Context: an optimization exercise on an open-source flow, tuned for small area and a short achievable clock period. The choices shown serve that exercise and are no tape-out recipe. Function was checked by simulation only, so behaviour that the tests miss may differ from the original.

==> v12: inputs <==
==> flow/design.v <==
package ex_pkg;
  localparam int XLEN = 32;                   
  typedef logic [XLEN-1:0] word_t;            
  typedef logic [3:0]      byte_en_t;         
  typedef logic [4:0]      reg_idx_t;         
  typedef enum logic [2:0]
  {
    OP_MEM    = 3'd0,                         
    OP_BRANCH = 3'd1,
    OP_REG    = 3'd2,
    OP_IMM    = 3'd3,
    OP_LUI    = 3'd4,
    OP_AUIPC  = 3'd5,
    OP_JAL    = 3'd6,
    OP_JALR   = 3'd7
  } alu_op_e;
  localparam logic [2:0] F3_BEQ  = 3'd0;
  localparam logic [2:0] F3_BNE  = 3'd1;
  localparam logic [2:0] F3_BLT  = 3'd4;
  localparam logic [2:0] F3_BGE  = 3'd5;
  localparam logic [2:0] F3_BLTU = 3'd6;
  localparam logic [2:0] F3_BGEU = 3'd7;
  localparam logic [2:0] F3_BYTE   = 3'd0;
  localparam logic [2:0] F3_HALF   = 3'd1;
  localparam logic [2:0] F3_WORD   = 3'd2;
  localparam logic [2:0] F3_BYTE_U = 3'd4;
  localparam logic [2:0] F3_HALF_U = 3'd5;
  localparam word_t PC_STEP = 32'd4;          
endpackage
`timescale 1ns/1ps
module alu_core
(
  input  ex_pkg::alu_op_e i_alu_op,           
  input  logic [2:0]      i_funct3,
  input  logic            i_funct7b,          
  input  ex_pkg::word_t   i_a,
  input  ex_pkg::word_t   i_b,
  input  ex_pkg::word_t   i_imm,              
  input  ex_pkg::word_t   i_pc,
  input  logic            i_lt_s,             
  input  logic            i_lt_u,             
  output ex_pkg::word_t   o_result_base,      
  output logic            o_slt,              
  output ex_pkg::word_t   o_target            
);
  logic          is_ri;                       
  logic          is_reg;
  logic          use_pc;                      
  logic          use_a;                       
  logic          link_sel;                    
  logic          is_jalr;
  logic          sub;
  logic          b_inv;                       
  ex_pkg::word_t op_x;
  ex_pkg::word_t op_y;                        
  ex_pkg::word_t op_yx;                       
  ex_pkg::word_t sum;
  logic          sel_sum;
  logic          shl;
  logic          sra;
  ex_pkg::word_t sh_in;
  ex_pkg::word_t sh_out;
  ex_pkg::word_t sh_left;
  ex_pkg::word_t alu;
  ex_pkg::word_t link;
  logic [4:0]    shamt;
  assign is_ri    = (i_alu_op == ex_pkg::OP_REG) || (i_alu_op == ex_pkg::OP_IMM);
  assign is_reg   = (i_alu_op == ex_pkg::OP_REG);
  assign use_pc   = (i_alu_op == ex_pkg::OP_BRANCH) || (i_alu_op == ex_pkg::OP_AUIPC) ||
                    (i_alu_op == ex_pkg::OP_JAL);
  assign use_a    = (i_alu_op == ex_pkg::OP_MEM) || is_ri || (i_alu_op == ex_pkg::OP_JALR);
  assign link_sel = (i_alu_op == ex_pkg::OP_JAL) || (i_alu_op == ex_pkg::OP_JALR);
  assign is_jalr  = (i_alu_op == ex_pkg::OP_JALR);
  assign sub = is_reg && b_inv;
  assign op_x  = ({32{use_pc}} & i_pc) | ({32{use_a}} & i_a);
  assign b_inv = (i_funct3 == 3'd0) && i_funct7b;
  assign op_y  = is_reg ? i_b : i_imm;
  assign op_yx = is_reg ? (i_b ^ {32{b_inv}}) : i_imm;
  logic [31:0] pg_p;
  logic [31:0] pg_g;
  logic [31:0] pp [0:5];
  logic [31:0] gg [0:5];
  logic [32:0] carry;
  assign pg_p = op_x ^ op_yx;
  assign pg_g = op_x & op_yx;
  always_comb
  begin
    pp[0] = pg_p;
    gg[0] = pg_g;
    gg[0][0] = pg_g[0] | (pg_p[0] & sub);
    for (int l = 0; l < 5; l++)
    begin
      for (int i = 0; i < 32; i++)
      begin
        if (((i >> l) & 1) == 1)
        begin
          gg[l+1][i] = gg[l][i] | (pp[l][i] & gg[l][((i >> l) << l) - 1]);
          pp[l+1][i] = pp[l][i] & pp[l][((i >> l) << l) - 1];
        end
        else
        begin
          gg[l+1][i] = gg[l][i];
          pp[l+1][i] = pp[l][i];
        end
      end
    end
  end
  assign carry = {gg[5], sub};
  assign sum   = pg_p ^ carry[31:0];
  assign shamt = op_y[4:0];
  assign shl   = !i_funct3[2];
  assign sra   = i_funct7b && !shl;
  always_comb
  begin
    for (int i = 0; i < 32; i++)
      sh_in[i] = shl ? i_a[31-i] : i_a[i];
  end
  assign sh_out = $signed({sra && i_a[31], sh_in}) >>> shamt;
  always_comb
  begin
    for (int i = 0; i < 32; i++)
      sh_left[i] = sh_out[31-i];
  end
  assign sel_sum = !is_ri || (i_funct3 == 3'd0);
  always_comb
  begin
    alu = '0;
    if (i_alu_op == ex_pkg::OP_BRANCH)
      alu = '0;
    else if (sel_sum)
      alu = sum;
    else
    begin
      case (i_funct3)
        3'd1: alu = sh_left;
        3'd4: alu = op_x ^ op_yx;
        3'd5: alu = sh_out;
        3'd6: alu = op_x | op_yx;
        3'd7: alu = op_x & op_yx;
        default: alu = '0;                    
      endcase
    end
  end
  assign link          = {i_pc[31:2] + 30'd1, i_pc[1:0]};
  assign o_result_base = link_sel ? link : alu;
  assign o_slt         = is_ri && (i_funct3[2:1] == 2'b01) && (i_funct3[0] ? i_lt_u : i_lt_s);
  assign o_target      = {sum[31:1], sum[0] && !is_jalr};
endmodule
`timescale 1ns/1ps
module branch_unit
(
  input  logic            i_valid,
  input  ex_pkg::alu_op_e i_alu_op,
  input  logic [2:0]      i_funct3,           
  input  ex_pkg::word_t   i_a,
  input  ex_pkg::word_t   i_b,
  input  ex_pkg::word_t   i_imm,
  output logic            o_lt_s,             
  output logic            o_lt_u,             
  output logic            o_redirect          
);
  ex_pkg::word_t y;
  logic [31:0]   lt [0:5];                    
  logic [31:0]   eq [0:5];                    
  logic          lt_rest;                     
  logic          eq_rest;
  logic          taken;
  assign y = (i_alu_op == ex_pkg::OP_IMM) ? i_imm : i_b;
  always_comb
  begin
    lt[0] = ~i_a & y;
    eq[0] = ~(i_a ^ y);
    lt[0][31] = 1'b0;
    eq[0][31] = 1'b1;
    for (int l = 0; l < 5; l++)
    begin
      lt[l+1] = '0;
      eq[l+1] = '0;
      for (int i = 0; i < (32 >> (l + 1)); i++)
      begin
        lt[l+1][i] = lt[l][2*i+1] | (eq[l][2*i+1] & lt[l][2*i]);
        eq[l+1][i] = eq[l][2*i+1] & eq[l][2*i];
      end
    end
  end
  assign lt_rest = lt[5][0];
  assign eq_rest = eq[5][0];
  assign o_lt_u = (~i_a[31] & y[31]) | (~(i_a[31] ^ y[31]) & lt_rest);
  assign o_lt_s = ( i_a[31] & ~y[31]) | (~(i_a[31] ^ y[31]) & lt_rest);
  always_comb
  begin
    case (i_funct3)
      ex_pkg::F3_BEQ:  taken = eq_rest && (i_a[31] == y[31]);
      ex_pkg::F3_BNE:  taken = !(eq_rest && (i_a[31] == y[31]));
      ex_pkg::F3_BLT:  taken = o_lt_s;
      ex_pkg::F3_BGE:  taken = !o_lt_s;
      ex_pkg::F3_BLTU: taken = o_lt_u;
      ex_pkg::F3_BGEU: taken = !o_lt_u;
      default:         taken = 1'b0;      
    endcase
  end
  assign o_redirect = i_valid && (((i_alu_op == ex_pkg::OP_BRANCH) && taken) ||
                                  (i_alu_op == ex_pkg::OP_JAL) || (i_alu_op == ex_pkg::OP_JALR));
endmodule
`timescale 1ns/1ps
module ex_mem_reg
(
  input  logic             i_clk,
  input  logic             i_reset,
  input  logic             i_valid,
  input  ex_pkg::word_t    i_result_base,    
  input  logic             i_slt,            
  input  logic             i_redirect,
  input  ex_pkg::word_t    i_target,
  input  ex_pkg::word_t    i_store_src,      
  input  logic [2:0]       i_funct3,         
  input  ex_pkg::reg_idx_t i_rd,
  input  logic             i_reg_write,
  input  logic             i_mem_read,
  input  logic             i_mem_write,
  input  logic             i_mem_to_reg,
  output logic             o_valid,
  output ex_pkg::word_t    o_result,
  output ex_pkg::word_t    o_store_data,
  output ex_pkg::byte_en_t o_byte_en,
  output ex_pkg::reg_idx_t o_rd,
  output logic             o_reg_write,
  output logic             o_mem_read,
  output logic             o_mem_write,
  output logic             o_mem_to_reg,
  output logic             o_redirect,
  output ex_pkg::word_t    o_redirect_pc
);
  ex_pkg::word_t    result;
  ex_pkg::word_t    store_base;
  ex_pkg::word_t    store_lane;
  ex_pkg::byte_en_t width_mask;
  ex_pkg::byte_en_t be_base;
  ex_pkg::byte_en_t byte_en;
  logic [1:0]       offset;                
  logic             mem_acc;
  assign result  = {i_result_base[31:1], i_result_base[0] | i_slt};
  assign offset  = i_result_base[1:0];
  assign mem_acc = i_valid && (i_mem_read || i_mem_write);
  always_comb
  begin
    case (i_funct3)
      ex_pkg::F3_BYTE,
      ex_pkg::F3_BYTE_U: width_mask = 4'b0001;
      ex_pkg::F3_HALF,
      ex_pkg::F3_HALF_U: width_mask = 4'b0011;
      ex_pkg::F3_WORD:   width_mask = 4'b1111;
      default:           width_mask = 4'b0000;
    endcase
  end
  assign be_base    = mem_acc ? (width_mask << offset) : 4'b0000;
  assign byte_en    = i_slt ? {be_base[2:0], 1'b0} : be_base;
  assign store_base = i_store_src << {offset, 3'b000};    
  assign store_lane = i_slt ? {store_base[23:0], 8'h00} : store_base;
  always_ff @(posedge i_clk)
  begin
    if (i_reset)
    begin
      o_valid      <= 1'b0;
      o_reg_write  <= 1'b0;
      o_mem_read   <= 1'b0;
      o_mem_write  <= 1'b0;
      o_mem_to_reg <= 1'b0;
      o_redirect   <= 1'b0;
      o_byte_en    <= '0;
    end
    else
    begin
      o_valid      <= i_valid;
      o_reg_write  <= i_valid && i_reg_write;
      o_mem_read   <= i_valid && i_mem_read;
      o_mem_write  <= i_valid && i_mem_write;
      o_mem_to_reg <= i_valid && i_mem_to_reg;
      o_redirect   <= i_redirect;
      o_byte_en    <= byte_en;
    end
  end
  always_ff @(posedge i_clk)
  begin
    o_result      <= result;
    o_store_data  <= store_lane;
    o_rd          <= i_rd;
    o_redirect_pc <= i_target;
  end
endmodule
`timescale 1ns/1ps
module ex_stage
(
  input  logic             i_clk,
  input  logic             i_reset,
  input  logic             i_valid,          
  input  ex_pkg::alu_op_e  i_alu_op,
  input  logic [2:0]       i_funct3,
  input  logic             i_funct7b,
  input  ex_pkg::word_t    i_a,
  input  ex_pkg::word_t    i_b,
  input  ex_pkg::word_t    i_imm,
  input  ex_pkg::word_t    i_pc,
  input  ex_pkg::reg_idx_t i_rd,
  input  logic             i_reg_write,
  input  logic             i_mem_read,
  input  logic             i_mem_write,
  input  logic             i_mem_to_reg,
  output logic             o_valid,
  output ex_pkg::word_t    o_result,
  output ex_pkg::word_t    o_store_data,
  output ex_pkg::byte_en_t o_byte_en,
  output ex_pkg::reg_idx_t o_rd,
  output logic             o_reg_write,
  output logic             o_mem_read,
  output logic             o_mem_write,
  output logic             o_mem_to_reg,
  output logic             o_redirect,
  output ex_pkg::word_t    o_redirect_pc
);
  ex_pkg::word_t result_base;
  ex_pkg::word_t target;
  logic          slt;
  logic          lt_s;
  logic          lt_u;
  logic          redirect;
  alu_core u_alu_core
  (
    .i_alu_op  (i_alu_op),
    .i_funct3  (i_funct3),
    .i_funct7b (i_funct7b),
    .i_a       (i_a),
    .i_b       (i_b),
    .i_imm     (i_imm),
    .i_pc      (i_pc),
    .i_lt_s    (lt_s),
    .i_lt_u    (lt_u),
    .o_result_base (result_base),
    .o_slt     (slt),
    .o_target  (target)
  );
  branch_unit u_branch_unit
  (
    .i_valid    (i_valid),
    .i_alu_op   (i_alu_op),
    .i_funct3   (i_funct3),
    .i_a        (i_a),
    .i_b        (i_b),
    .i_imm      (i_imm),
    .o_lt_s     (lt_s),
    .o_lt_u     (lt_u),
    .o_redirect (redirect)
  );
  ex_mem_reg u_ex_mem_reg
  (
    .i_clk         (i_clk),
    .i_reset       (i_reset),
    .i_valid       (i_valid),
    .i_result_base (result_base),
    .i_slt         (slt),
    .i_redirect    (redirect),
    .i_target      (target),
    .i_store_src   (i_b),                     
    .i_funct3      (i_funct3),
    .i_rd          (i_rd),
    .i_reg_write   (i_reg_write),
    .i_mem_read    (i_mem_read),
    .i_mem_write   (i_mem_write),
    .i_mem_to_reg  (i_mem_to_reg),
    .o_valid       (o_valid),
    .o_result      (o_result),
    .o_store_data  (o_store_data),
    .o_byte_en     (o_byte_en),
    .o_rd          (o_rd),
    .o_reg_write   (o_reg_write),
    .o_mem_read    (o_mem_read),
    .o_mem_write   (o_mem_write),
    .o_mem_to_reg  (o_mem_to_reg),
    .o_redirect    (o_redirect),
    .o_redirect_pc (o_redirect_pc)
  );
endmodule
==> flow/flow/run.sh <==
#!/bin/bash
# The standard layout, with single-drive buffers on the ports instead of
# the resizer's default pick (a delay cell)
set -euo pipefail
export BUFFER_PORTS_ARGS="-buffer_cell sky130_fd_sc_hd__buf_1"
bash standard.sh > standard.log 2>&1
==> flow/standard.sh <==
#!/bin/bash
# synth_recipe.tcl (not shown) runs the flow's synth.tcl, then flattens the netlist and writes it again
# the make line also repeats each setting of config.mk as NAME=value (left out here)
make -C /OpenROAD-flow-scripts/flow DESIGN_CONFIG=/design/flow/config.mk WORK_HOME=/design/flow/orfs CLKGATE_MAP_FILE= SYNTH_SCRIPT=/design/flow/synth_recipe.tcl "${@:-finish}"
==> flow/config.mk <==
export PLATFORM = sky130hd
export DESIGN_NAME = ex_stage
export DESIGN_NICKNAME = ex_stage
export VERILOG_FILES = /design/flow/design.v
export SDC_FILE = /design/flow/constraint.sdc
export NUM_CORES = 4
export LEC_CHECK = 0
export CAP_MARGIN = 20
export CORE_MARGIN = 2
export CORE_UTILIZATION = 40
export GPL_TIMING_DRIVEN = 0
export SETUP_SLACK_MARGIN = 0.5
export SLEW_MARGIN = 20
==> flow/constraint.sdc <==
create_clock -name core_clock -period 5.0 [get_ports {i_clk}]
set_input_delay 1.0000 -clock core_clock [delete_from_list [all_inputs] [get_ports {i_clk}]]
set_output_delay 1.0000 -clock core_clock [all_outputs]
set_load 0.01 [all_outputs]
==> v34: changes against v12 <==
--- a/flow/design.v
+++ b/flow/design.v
@@ -58,2 +58,7 @@
   logic          sel_sum;
+  logic          cy_en;                       
+  logic          use_p;
+  logic          use_g;
+  logic          use_sll;
+  logic          use_srl;
   logic          shl;
@@ -85,2 +90,3 @@
   assign pg_g = op_x & op_yx;
+  assign cy_en = !(is_ri && i_funct3[2]);
   always_comb
@@ -88,4 +94,4 @@
     pp[0] = pg_p;
-    gg[0] = pg_g;
-    gg[0][0] = pg_g[0] | (pg_p[0] & sub);
+    gg[0] = pg_g & {32{cy_en}};
+    gg[0][0] = (pg_g[0] && cy_en) || (pg_p[0] && sub);
     for (int l = 0; l < 5; l++)
@@ -117,28 +123,28 @@
   end
-  assign sh_out = $signed({sra && i_a[31], sh_in}) >>> shamt;
+  logic fill;
+  assign fill = sra && i_a[31];
   always_comb
   begin
-    for (int i = 0; i < 32; i++)
-      sh_left[i] = sh_out[31-i];
+    logic [31:0] v;
+    v = sh_in;
+    v = shamt[4] ? {{16{fill}}, v[31:16]} : v;
+    v = shamt[3] ? {{8{fill}}, v[31:8]} : v;
+    v = shamt[2] ? {{4{fill}}, v[31:4]} : v;
+    v = shamt[1] ? {{2{fill}}, v[31:2]} : v;
+    v = shamt[0] ? {{1{fill}}, v[31:1]} : v;
+    sh_out = v;
   end
-  assign sel_sum = !is_ri || (i_funct3 == 3'd0);
   always_comb
   begin
-    alu = '0;
-    if (i_alu_op == ex_pkg::OP_BRANCH)
-      alu = '0;
-    else if (sel_sum)
-      alu = sum;
-    else
-    begin
-      case (i_funct3)
-        3'd1: alu = sh_left;
-        3'd4: alu = op_x ^ op_yx;
-        3'd5: alu = sh_out;
-        3'd6: alu = op_x | op_yx;
-        3'd7: alu = op_x & op_yx;
-        default: alu = '0;                    
-      endcase
-    end
+    for (int i = 0; i < 32; i++)
+      sh_left[i] = sh_out[31-i];
   end
+  assign sel_sum = !is_ri || (i_funct3 == 3'd0);
+  assign use_p   = (i_alu_op != ex_pkg::OP_BRANCH) &&
+                   (sel_sum || (i_funct3 == 3'd4) || (i_funct3 == 3'd6));
+  assign use_g   = is_ri && (i_funct3[2:1] == 2'b11);
+  assign use_sll = is_ri && (i_funct3 == 3'd1);
+  assign use_srl = is_ri && (i_funct3 == 3'd5);
+  assign alu = ({32{use_p}} & sum) | ({32{use_g}} & pg_g) |
+               ({32{use_sll}} & sh_left) | ({32{use_srl}} & sh_out);
   assign link          = {i_pc[31:2] + 30'd1, i_pc[1:0]};
- CORE_UTILIZATION: 40 -> 60
- GPL_TIMING_DRIVEN: 0 -> unset
- PLACE_DENSITY: unset -> 0.75
==> v21: changes against v12 <==
--- a/flow/design.v
+++ b/flow/design.v
@@ -58,2 +58,7 @@
   logic          sel_sum;
+  logic          cy_en;                       
+  logic          use_p;
+  logic          use_g;
+  logic          use_sll;
+  logic          use_srl;
   logic          shl;
@@ -85,2 +90,3 @@
   assign pg_g = op_x & op_yx;
+  assign cy_en = !(is_ri && i_funct3[2]);
   always_comb
@@ -88,4 +94,4 @@
     pp[0] = pg_p;
-    gg[0] = pg_g;
-    gg[0][0] = pg_g[0] | (pg_p[0] & sub);
+    gg[0] = pg_g & {32{cy_en}};
+    gg[0][0] = (pg_g[0] && cy_en) || (pg_p[0] && sub);
     for (int l = 0; l < 5; l++)
@@ -117,28 +123,28 @@
   end
-  assign sh_out = $signed({sra && i_a[31], sh_in}) >>> shamt;
+  logic fill;
+  assign fill = sra && i_a[31];
   always_comb
   begin
-    for (int i = 0; i < 32; i++)
-      sh_left[i] = sh_out[31-i];
+    logic [31:0] v;
+    v = sh_in;
+    v = shamt[4] ? {{16{fill}}, v[31:16]} : v;
+    v = shamt[3] ? {{8{fill}}, v[31:8]} : v;
+    v = shamt[2] ? {{4{fill}}, v[31:4]} : v;
+    v = shamt[1] ? {{2{fill}}, v[31:2]} : v;
+    v = shamt[0] ? {{1{fill}}, v[31:1]} : v;
+    sh_out = v;
   end
-  assign sel_sum = !is_ri || (i_funct3 == 3'd0);
   always_comb
   begin
-    alu = '0;
-    if (i_alu_op == ex_pkg::OP_BRANCH)
-      alu = '0;
-    else if (sel_sum)
-      alu = sum;
-    else
-    begin
-      case (i_funct3)
-        3'd1: alu = sh_left;
-        3'd4: alu = op_x ^ op_yx;
-        3'd5: alu = sh_out;
-        3'd6: alu = op_x | op_yx;
-        3'd7: alu = op_x & op_yx;
-        default: alu = '0;                    
-      endcase
-    end
+    for (int i = 0; i < 32; i++)
+      sh_left[i] = sh_out[31-i];
   end
+  assign sel_sum = !is_ri || (i_funct3 == 3'd0);
+  assign use_p   = (i_alu_op != ex_pkg::OP_BRANCH) &&
+                   (sel_sum || (i_funct3 == 3'd4) || (i_funct3 == 3'd6));
+  assign use_g   = is_ri && (i_funct3[2:1] == 2'b11);
+  assign use_sll = is_ri && (i_funct3 == 3'd1);
+  assign use_srl = is_ri && (i_funct3 == 3'd5);
+  assign alu = ({32{use_p}} & sum) | ({32{use_g}} & pg_g) |
+               ({32{use_sll}} & sh_left) | ({32{use_srl}} & sh_out);
   assign link          = {i_pc[31:2] + 30'd1, i_pc[1:0]};
==> flow/flow/run.sh (replaced) <==
#!/bin/bash
# The standard layout, with single-drive buffers on the ports instead of
# the resizer's default pick (a delay cell); timing repair aims for 0.5 ns of
# setup slack up to clock tree synthesis and only fixes violations after routing
set -euo pipefail
export BUFFER_PORTS_ARGS="-buffer_cell sky130_fd_sc_hd__buf_1"
SETUP_SLACK_MARGIN=0.5 bash standard.sh cts > standard_cts.log 2>&1
SETUP_SLACK_MARGIN=0 bash standard.sh > standard_finish.log 2>&1
- CORE_UTILIZATION: 40 -> 60
- PLACE_DENSITY: unset -> 0.75
- SETUP_SLACK_MARGIN: 0.5 -> unset
==> summary.txt <==
v34 produced a clean layout. v21 finished with timing, DRC and antenna clean. v12 ran to the end with no violations.
Cell count: v34 < v21 < v12.
In flip-flop and latch count, v21 and v12 do not differ.
Core utilization: v21 > v34 > v12.
Die area: v12 is higher than v21 (68%).

==> what the ideal ports hide <==
No port has a modelled driver above. Below, the same layouts with a new extraction and two added sets of constraints.
Step 1 sets driving cells, clkbuf_16 on the clock port and buf_2 on the other inputs (assumed; they add their load-dependent delay and slew).
Step 2, shift: input delay + t, output delay - t, t = (earliest + latest rising clock arrival at the registers) / 2. This alone moves slack from input paths to output paths.
a / b / c = ideal ports / drivers / drivers and shift; a / b = the first two.
run | t (ns) | slack for setup (ns) | worst setup path at the end | worst register clock-pin slew, ns
v12 | 0.422 | 0.507 / 0.494 / 0.072 | input to register | 0.09 / 0.09
v34 | 0.414 | 0.649 / 0.651 / 0.237 | input to register | 0.09 / 0.09
v21 | 0.413 | 0.282 / 0.308 / -0.106 | input to register | 0.09 / 0.09
Met with ideal ports but missed after step 2: setup timing in v21. The setup slack of v12, which loses most, moves by -0.013 ns with the drivers and by -0.435 ns with both steps.
